This design comes from an exercise in tuning for small area and a short achievable clock period on the open sky130 flow, not from production work.
Function was checked by simulation only, so behaviour that the tests miss may differ from the original.
No activity file was given, so power comes from the tool's default toggle rates.

## build 21
// cic_iq_decim
module cic_iq_decim #(
  parameter int DIN_W    = 16,
  parameter int DOUT_W   = 16,
  parameter int STAGES   = 4,
  parameter int MAX_RATE = 16,
  parameter int GAIN_W   = 16,
  localparam int RATE_W  = $clog2(MAX_RATE + 1),
  localparam int ACC_W   = DIN_W + STAGES * $clog2(MAX_RATE),
  localparam int SHIFT_W = $clog2(ACC_W)
) (
  input  logic                     clk,
  input  logic                     rst,
  input  logic                     s_axis_data_tvalid,
  input  logic signed [DIN_W-1:0]  s_axis_data_tdata_real,
  input  logic signed [DIN_W-1:0]  s_axis_data_tdata_imag,
  input  logic                     cfg_load,
  input  logic [RATE_W-1:0]        cfg_rate,
  input  logic [SHIFT_W-1:0]       cfg_shift,
  input  logic [GAIN_W-1:0]        cfg_gain,
  output logic                     m_axis_data_tvalid,
  output logic signed [DOUT_W-1:0] m_axis_data_tdata_real,
  output logic signed [DOUT_W-1:0] m_axis_data_tdata_imag
);
Size: about 900 flip-flops, ~95 I/O pins, about 49000 um2 of cells after synthesis.
Settings: LEC_CHECK=0, ABC_AREA=1, CAP_MARGIN=20, CORE_MARGIN=2, CORE_UTILIZATION=40, CTS_CLUSTER_DIAMETER=200, CTS_CLUSTER_SIZE=25, SLEW_MARGIN=20; clock period 9.5 ns.
standard.sh (not shown) runs the stock make flow with config.mk's settings and CLKGATE_MAP_FILE= SYNTH_SCRIPT=/design/flow/synth_recipe.tcl, a recipe that flattens the netlist after the stock synthesis.
==> flow/flow/run.sh <==
#!/bin/bash
# Standard ORFS layout, with repair_timing asked to reach a larger setup slack than the
# constraint needs (the SDC is unchanged), and plain buffers on the ports.
# Each tool's output stays in orfs/logs/; make's output goes to standard.log.
set -euo pipefail
cd "$(dirname "$0")/.."
export SETUP_SLACK_MARGIN=${MARGIN:-6.38}
export BUFFER_PORTS_ARGS="-buffer_cell sky130_fd_sc_hd__buf_1"
bash standard.sh > standard.log 2>&1
In summary, build 21 completed successfully, with a layout that passed the timing, DRC and antenna checks.
What build 71 does differently from build 21 at the input level:
-- flow/flow/run.sh --
<<< build 21, line 5
set -euo pipefail
cd "$(dirname "$0")/.."
export SETUP_SLACK_MARGIN=${MARGIN:-6.38}
export BUFFER_PORTS_ARGS="-buffer_cell sky130_fd_sc_hd__buf_1"
bash standard.sh > standard.log 2>&1
>>> build 71, line 5
set -euo pipefail
cd "$(dirname "$0")/.."
export SETUP_SLACK_MARGIN=${MARGIN:-6.55}
export BUFFER_PORTS_ARGS="-buffer_cell sky130_fd_sc_hd__buf_1"
bash standard.sh > standard.log 2>&1
-- flow/config.mk --
<<< build 21, line 6
export NUM_CORES = 4
export LEC_CHECK = 0
export ABC_AREA = 1
export CAP_MARGIN = 20
export CORE_MARGIN = 2
>>> build 71, line 6
export NUM_CORES = 4
export LEC_CHECK = 0
export CAP_MARGIN = 20
export CORE_MARGIN = 2
[summary]
- p_hold[15] as the capturing instance or port of the critical path was reported by build 71, and m_axis_data_tdata_imag[15] by build 21.
- In build 71, the worst-case vdd ir drop came out about 43% below the value in build 21.
- Proportion of power drawn by combinational gates: build 71 < build 21
- Build 21 has higher number of clock-tree buffers in the layout than build 71.
- Leakage power total, build 21 and build 71: larger value in build 21
- Wire length shrinks by more than 10% when moving from build 21 to build 71.
- Compared with build 21, in build 71 worst-case setup margin in the final layout saw a decrease; total power moved down; post-route clock period utilization now sits higher.
- Fraction of area in registers delta (build 21 -> build 71): insignificant
- Build 71 has relative slew slack below what build 21 had.
- Between build 21 and build 71, the design area does not differ in any meaningful way.
Modified inputs, build 82 compared to build 71
-- flow/config.mk --
<<< build 71, line 6
export NUM_CORES = 4
export LEC_CHECK = 0
export CAP_MARGIN = 20
export CORE_MARGIN = 2
>>> build 82, line 6
export NUM_CORES = 4
export LEC_CHECK = 0
export ABC_AREA = 1
export CAP_MARGIN = 20
export CORE_MARGIN = 2
==> comparison <==
Overall fraction of global-route tracks in use ended up 1.9 points higher on build 82 than on build 71.
Build 82 vs build 71: wire length on met2 up
Compared with build 71, in build 82 switching power summed over all nets rose 2.2 mW; synthesized cell count rose about 22%; count of clock-buffer cells in the layout rose about 2.3%; post-synthesis share of cell area spent on xor and xnor gates fell 3.0 points; post-route worst hold slack rose 0.018 ns.
Build 82 vs build 71 — number of tapcells climbed by a few percent
Diff build 71 and build 82: internal power higher in build 82
#### Input delta (build 2 over build 82)
-- flow/flow/run.sh --
<<< build 82, line 5
set -euo pipefail
cd "$(dirname "$0")/.."
export SETUP_SLACK_MARGIN=${MARGIN:-6.55}
export BUFFER_PORTS_ARGS="-buffer_cell sky130_fd_sc_hd__buf_1"
bash standard.sh > standard.log 2>&1
>>> build 2, line 5
set -euo pipefail
cd "$(dirname "$0")/.."
export SETUP_SLACK_MARGIN=${MARGIN:-6.3}
export BUFFER_PORTS_ARGS="-buffer_cell sky130_fd_sc_hd__buf_1"
bash standard.sh > standard.log 2>&1
## What came out
Taking build 82 as the reference, in build 2 sequential share of cell area went up, first-iteration detailed-routing DRC count went down, arrival time at the worst endpoint went up, sequential cell area fraction in the yosys report did not really move.

-- what the ideal ports hide --
How much do the figures lean on ideal ports? The routed layouts below were timed once more, with nothing changed but the port constraints.
Step 1 assumes that a clkbuf_16 drives the clock port and a buf_2 every other input.
Step 2, shift: input delay + t, output delay - t, t = (earliest + latest rising clock arrival at the registers) / 2. This alone moves slack from input paths to output paths.
a / b / c = ideal / step 1 / step 2; a / b = the first two.
run | shift t [ns] | setup WS [ns] | hold WS [ns] | worst setup path after step 2 | worst data-port slew with drivers (ns)
build 21 | 0.714 | 6.450 / 6.381 / 6.294 | 0.309 / 0.309 / 0.309 | input to register | 0.06
build 71 | 0.708 | 6.195 / 6.195 / 6.195 | 0.290 / 0.290 / 0.290 | register to register | 0.05
build 82 | 0.714 | 6.489 / 6.420 / 6.266 | 0.308 / 0.308 / 0.308 | input to register | 0.07
build 2 | 0.716 | 6.398 / 6.356 / 6.263 | 0.308 / 0.308 / 0.308 | input to register | 0.06
After both steps every run listed still meets setup and hold. For build 82, which loses most, drivers alone change the setup slack by -0.069 ns; drivers and shift together by -0.223 ns.
